Background: an optimization exercise with open tools, aiming at small area, a short achievable clock period and few clock cycles per item. Do not read the settings as production practice. RTL that was checked went through simulation tests only; none was proved equivalent to the original.

==> run a: inputs <==
## i_cache_dm
module i_cache_dm #(
  parameter int DATA_WIDTH      = i_cache_dm_pkg::DEF_DATA_WIDTH,
  parameter int ADDRESS_BITS    = i_cache_dm_pkg::DEF_ADDRESS_BITS,
  parameter int INDEX_BITS      = i_cache_dm_pkg::DEF_INDEX_BITS,
  parameter int SCAN_CYCLES_MIN = 0,
  parameter int SCAN_CYCLES_MAX = 1000
) (
  input  logic                    clock,
  input  logic                    reset,
  input  logic                    i_mem_read,
  input  logic [ADDRESS_BITS-1:0] i_mem_address_in,
  output logic [DATA_WIDTH-1:0]   i_mem_data_out,
  output logic [ADDRESS_BITS-1:0] i_mem_address_out,
  output logic                    i_mem_valid,
  output logic                    i_mem_ready,
  output logic                    mem_read,
  output logic [ADDRESS_BITS-1:0] mem_address_in,
  input  logic [DATA_WIDTH-1:0]   mem_data_out,
  input  logic [ADDRESS_BITS-1:0] mem_address_out,
  input  logic                    mem_valid,
  input  logic                    mem_ready,
  input  logic                    flush,
  input  logic                    scan
);
  localparam int TAG_BITS = i_cache_dm_pkg::tag_bits(ADDRESS_BITS, INDEX_BITS);
  i_cache_dm_pkg::state_t  state;
  logic [ADDRESS_BITS-1:0] req_addr;
  ...
==> module i_cache_dm_array, before the edit <==
module i_cache_dm_array #(
  parameter int DATA_WIDTH = 32,
  parameter int TAG_BITS   = 26,
  parameter int INDEX_BITS = 6
) (
  input  logic                  clock,
  input  logic                  reset,
  input  logic [INDEX_BITS-1:0] rd_index,
  output logic [DATA_WIDTH-1:0] rd_data,
  output logic [TAG_BITS-1:0]   rd_tag,
  output logic                  rd_valid,
  input  logic                  wr_en,
  input  logic [INDEX_BITS-1:0] wr_index,
  input  logic [DATA_WIDTH-1:0] wr_data,
  input  logic [TAG_BITS-1:0]   wr_tag,
  input  logic                  inv_en,
  input  logic [INDEX_BITS-1:0] inv_index
);
  localparam int LINES = 1 << INDEX_BITS;
  logic [DATA_WIDTH-1:0] data_mem [LINES];
  logic [TAG_BITS-1:0]   tag_mem  [LINES];
  logic [LINES-1:0]      valid_q;
  always_ff @(posedge clock) begin
    if (wr_en) begin
      data_mem[wr_index] <= wr_data;
      tag_mem[wr_index]  <= wr_tag;
    end
  end
  always_ff @(posedge clock or posedge reset) begin
    if (reset) begin
      valid_q <= '0;
    end else begin
      if (wr_en)  valid_q[wr_index]  <= 1'b1;
      if (inv_en) valid_q[inv_index] <= 1'b0;
    end
  end
  assign rd_data  = data_mem[rd_index];
  assign rd_tag   = tag_mem[rd_index];
  assign rd_valid = valid_q[rd_index];
endmodule
==> module i_cache_dm, before the edit <==
module i_cache_dm #(
  parameter int DATA_WIDTH      = i_cache_dm_pkg::DEF_DATA_WIDTH,
  parameter int ADDRESS_BITS    = i_cache_dm_pkg::DEF_ADDRESS_BITS,
  parameter int INDEX_BITS      = i_cache_dm_pkg::DEF_INDEX_BITS,
  parameter int SCAN_CYCLES_MIN = 0,
  parameter int SCAN_CYCLES_MAX = 1000
) (
  input  logic                    clock,
  input  logic                    reset,
  input  logic                    i_mem_read,
  input  logic [ADDRESS_BITS-1:0] i_mem_address_in,
  output logic [DATA_WIDTH-1:0]   i_mem_data_out,
  output logic [ADDRESS_BITS-1:0] i_mem_address_out,
  output logic                    i_mem_valid,
  output logic                    i_mem_ready,
  output logic                    mem_read,
  output logic [ADDRESS_BITS-1:0] mem_address_in,
  input  logic [DATA_WIDTH-1:0]   mem_data_out,
  input  logic [ADDRESS_BITS-1:0] mem_address_out,
  input  logic                    mem_valid,
  input  logic                    mem_ready,
  input  logic                    flush,
  input  logic                    scan
);
  localparam int TAG_BITS = i_cache_dm_pkg::tag_bits(ADDRESS_BITS, INDEX_BITS);
  i_cache_dm_pkg::state_t  state;
  logic [ADDRESS_BITS-1:0] req_addr;
  logic [INDEX_BITS-1:0]   flush_idx;
  logic                    flush_pending;
  logic [31:0]             cycle_count;
  logic [DATA_WIDTH-1:0]   rd_data;
  logic [TAG_BITS-1:0]     rd_tag;
  logic                    rd_valid;
  logic                    hit;
  logic                    accept;
  logic                    fill_match;
  logic                    flush_start;
  i_cache_dm_array #(
    .DATA_WIDTH (DATA_WIDTH),
    .TAG_BITS   (TAG_BITS),
    .INDEX_BITS (INDEX_BITS)
  ) u_array (
    .clock     (clock),
    .reset     (reset),
    .rd_index  (i_mem_address_in[INDEX_BITS-1:0]),
    .rd_data   (rd_data),
    .rd_tag    (rd_tag),
    .rd_valid  (rd_valid),
    .wr_en     (state == FILL_WAIT && fill_match),
    .wr_index  (req_addr[INDEX_BITS-1:0]),
    .wr_data   (mem_data_out),
    .wr_tag    (req_addr[ADDRESS_BITS-1:INDEX_BITS]),
    .inv_en    (state == FLUSH),
    .inv_index (flush_idx)
  );
  assign hit         = rd_valid && (rd_tag == i_mem_address_in[ADDRESS_BITS-1:INDEX_BITS]);
  assign i_mem_ready = !reset && (state == IDLE) && !flush;
  assign accept      = i_mem_read && i_mem_ready;
  assign fill_match  = mem_valid && (mem_address_out == req_addr);
  assign flush_start = (state == IDLE && flush) ||
                       (state == RESPOND && (flush_pending || flush));
  always_ff @(posedge clock or posedge reset) begin
    if (reset) begin
      state             <= IDLE;
      req_addr          <= '0;
      flush_idx         <= '0;
      flush_pending     <= 1'b0;
      i_mem_valid       <= 1'b0;
      i_mem_data_out    <= '0;
      i_mem_address_out <= '0;
      mem_read          <= 1'b0;
      mem_address_in    <= '0;
    end else begin
      i_mem_valid <= 1'b0;
      case (state)
        IDLE: begin
          if (flush) begin
            state <= FLUSH;
          end else if (accept) begin
            if (hit) begin
              i_mem_valid       <= 1'b1;
              i_mem_data_out    <= rd_data;
              i_mem_address_out <= i_mem_address_in;
            end else begin
              req_addr       <= i_mem_address_in;
              mem_read       <= 1'b1;
              mem_address_in <= i_mem_address_in;
              state          <= FILL_REQ;
            end
          end
        end
        FILL_REQ: begin
          if (flush) flush_pending <= 1'b1;
          if (mem_ready) begin
            mem_read <= 1'b0;
            state    <= FILL_WAIT;
          end
        end
        FILL_WAIT: begin
          if (flush) flush_pending <= 1'b1;
          if (fill_match) begin
            i_mem_valid       <= 1'b1;
            i_mem_data_out    <= mem_data_out;
            i_mem_address_out <= req_addr;
            state             <= RESPOND;
          end
        end
        RESPOND: begin
          flush_pending <= 1'b0;
          state         <= (flush_pending || flush) ? FLUSH : IDLE;
        end
        FLUSH: begin
          flush_idx <= flush_idx + 1'b1;   
          if (flush_idx == '1) state <= IDLE;
        end
        default: state <= IDLE;
      endcase
    end
  end
  always_ff @(posedge clock or posedge reset) begin
    if (reset) cycle_count <= '0;
    else       cycle_count <= cycle_count + 32'd1;
  end
endmodule
export LEC_CHECK = 0
export CAP_MARGIN = 20
export CORE_MARGIN = 2
export CORE_UTILIZATION = 40
export SLEW_MARGIN = 20
create_clock -name core_clock -period 5.0 [get_ports {clock}]
run.sh (not shown) runs the stock make flow with config.mk's settings and CLKGATE_MAP_FILE= SYNTH_SCRIPT=/design/flow/synth_recipe.tcl, a recipe that flattens the netlist after the stock synthesis.
==> run b: changes against run a <==
==> flow/design.v (replaced) <==
package i_cache_dm_pkg;
  localparam int DEF_DATA_WIDTH   = 32;
  localparam int DEF_ADDRESS_BITS = 32;
  localparam int DEF_INDEX_BITS   = 3;
endpackage
module i_cache_dm_array #(
  parameter int DATA_WIDTH = 32,
  parameter int TAG_BITS   = 28,
  parameter int INDEX_BITS = 4
) (
  input  logic                  clock,
  input  logic                  reset,
  input  logic [INDEX_BITS-1:0] rd_index,
  output logic [DATA_WIDTH-1:0] rd_data,
  output logic [TAG_BITS-1:0]   rd_tag,
  output logic                  rd_valid,
  input  logic                  wr_en,
  input  logic [INDEX_BITS-1:0] wr_index,
  input  logic [DATA_WIDTH-1:0] wr_data,
  input  logic [TAG_BITS-1:0]   wr_tag,
  input  logic                  inv_all
);
  localparam int LINES = 1 << INDEX_BITS;
  logic [DATA_WIDTH-1:0] data_mem [LINES];
  logic [TAG_BITS-1:0]   tag_mem  [LINES];
  logic [LINES-1:0]      valid_q;
  always_ff @(posedge clock) begin
    if (wr_en) begin
      data_mem[wr_index] <= wr_data;
      tag_mem[wr_index]  <= wr_tag;
    end
  end
  always_ff @(posedge clock or posedge reset) begin
    if (reset) begin
      valid_q <= '0;
    end else if (inv_all) begin
      valid_q <= '0;
    end else if (wr_en) begin
      valid_q[wr_index] <= 1'b1;
    end
  end
  assign rd_data  = data_mem[rd_index];
  assign rd_tag   = tag_mem[rd_index];
  assign rd_valid = valid_q[rd_index];
endmodule
import i_cache_dm_pkg::*;
module i_cache_dm #(
  parameter int DATA_WIDTH      = i_cache_dm_pkg::DEF_DATA_WIDTH,
  parameter int ADDRESS_BITS    = i_cache_dm_pkg::DEF_ADDRESS_BITS,
  parameter int INDEX_BITS      = i_cache_dm_pkg::DEF_INDEX_BITS,
  parameter int SCAN_CYCLES_MIN = 0,
  parameter int SCAN_CYCLES_MAX = 1000
) (
  input  logic                    clock,
  input  logic                    reset,
  input  logic                    i_mem_read,
  input  logic [ADDRESS_BITS-1:0] i_mem_address_in,
  output logic [DATA_WIDTH-1:0]   i_mem_data_out,
  output logic [ADDRESS_BITS-1:0] i_mem_address_out,
  output logic                    i_mem_valid,
  output logic                    i_mem_ready,
  output logic                    mem_read,
  output logic [ADDRESS_BITS-1:0] mem_address_in,
  input  logic [DATA_WIDTH-1:0]   mem_data_out,
  input  logic [ADDRESS_BITS-1:0] mem_address_out,
  input  logic                    mem_valid,
  input  logic                    mem_ready,
  input  logic                    flush,
  input  logic                    scan
);
  localparam int TAG_BITS = ADDRESS_BITS - INDEX_BITS;
  localparam int CNT_BITS = 4;
  logic [DATA_WIDTH-1:0]   rd_data;
  logic [TAG_BITS-1:0]     rd_tag;
  logic                    rd_valid;
  logic                    hit;
  logic                    idle;        
  logic                    full;        
  logic                    issue;       
  logic                    hit_accept;
  logic [CNT_BITS-1:0]     inflight;    
  logic                    no_fill;     
  i_cache_dm_array #(
    .DATA_WIDTH (DATA_WIDTH),
    .TAG_BITS   (TAG_BITS),
    .INDEX_BITS (INDEX_BITS)
  ) u_array (
    .clock     (clock),
    .reset     (reset),
    .rd_index  (i_mem_address_in[INDEX_BITS-1:0]),
    .rd_data   (rd_data),
    .rd_tag    (rd_tag),
    .rd_valid  (rd_valid),
    .wr_en     (mem_valid && !no_fill && !flush),
    .wr_index  (mem_address_out[INDEX_BITS-1:0]),
    .wr_data   (mem_data_out),
    .wr_tag    (mem_address_out[ADDRESS_BITS-1:INDEX_BITS]),
    .inv_all   (flush)
  );
  assign idle  = (inflight == '0);
  assign full  = (inflight == '1);
  assign hit   = rd_valid &&
                 (rd_tag == i_mem_address_in[ADDRESS_BITS-1:INDEX_BITS]);
  assign i_mem_ready    = hit ? idle : (mem_ready && !full);
  assign mem_read       = i_mem_read && !hit && !full && !reset;
  assign mem_address_in = i_mem_address_in;
  assign issue          = mem_read && mem_ready;
  assign hit_accept     = i_mem_read && hit && idle && !reset;
  assign i_mem_valid       = hit_accept || mem_valid;
  assign i_mem_data_out    = hit_accept ? rd_data : mem_data_out;
  assign i_mem_address_out = hit_accept ? i_mem_address_in : mem_address_out;
  always_ff @(posedge clock or posedge reset) begin
    if (reset) begin
      inflight  <= '0;
      no_fill   <= 1'b0;
    end else begin
      inflight <= inflight + CNT_BITS'(issue) - CNT_BITS'(mem_valid);
      if (flush)
        no_fill <= 1'b1;
      else if (inflight + CNT_BITS'(issue) - CNT_BITS'(mem_valid) == '0)
        no_fill <= 1'b0;
    end
  end
endmodule
==> impl_metrics.env <==
export IMPL_path_max_fanout=25
export IMPL_cp_depth=17
export IMPL_totalNegativeSetupSlack_ns=0
export IMPL_n_all_buffers=1149
export IMPL_n_all_inverters=16
export IMPL_gp_congestion=0.875
export IMPL_pwr_share_clk_pct=39.1
export IMPL_std_cell_rows=225
export IMPL_taps=4994
export IMPL_seq_cell_power_w=0.0381
export IMPL_outcome="complete, no violations"
export IMPL_via_per_inst=5.93
export IMPL_synth_xor_area_share_pct=0.401
[end of results for run a]
==> impl_metrics.env <==
export IMPL_outcome="complete, but fails checks"
export IMPL_so_faults="negative setup slack"
export IMPL_path_max_fanout=16
export IMPL_worst_slack_ns=-0.392
export IMPL_std_cell_rows=83
export IMPL_taps=680
export IMPL_n_all_inverters=11
export IMPL_seq_cell_power_w=0.00468
export IMPL_cp_depth=11
export IMPL_setup_violations=64
export IMPL_pwr_share_clk_pct=40.4
[end of results for run b]
Testbench counts of run a, summed over its fixed seeds: cycles 49,629, fetches 20,000.
The RTL of run b was laid out without a check of its function.

## separate check: timing with driven ports
How much do the figures lean on ideal ports? The routed layouts below were timed once more, with nothing changed but the port constraints. Step 1 sets driving cells, clkbuf_16 on the clock port and buf_2 on the other inputs (assumed; they add their load-dependent delay and slew). Step 2 also shifts input and output timing later by t, the mid clock arrival at the registers, as if the neighbouring blocks saw the same clock. Three values: ideal, step 1, step 2; two values: the first two.
| run | t, ns | slack for setup (ns) | latest minus earliest clock arrival (ns) | worst register clock-pin slew, ns | worst data-port slew with drivers (ns) |
|---|---|---|---|---|---|
| run a | 1.042 | 0.287 / 0.322 / -0.720 | 0.051 / 0.051 | 0.07 / 0.07 | 0.19 |
| run b | 0.631 | -0.392 / -0.553 / -0.553 | 0.013 / 0.013 | 0.06 / 0.06 | 0.15 |
Met with ideal ports but missed after step 2: setup timing in run a. For run a, which loses most, drivers alone change the setup slack by +0.035 ns; drivers and shift together by -1.007 ns.
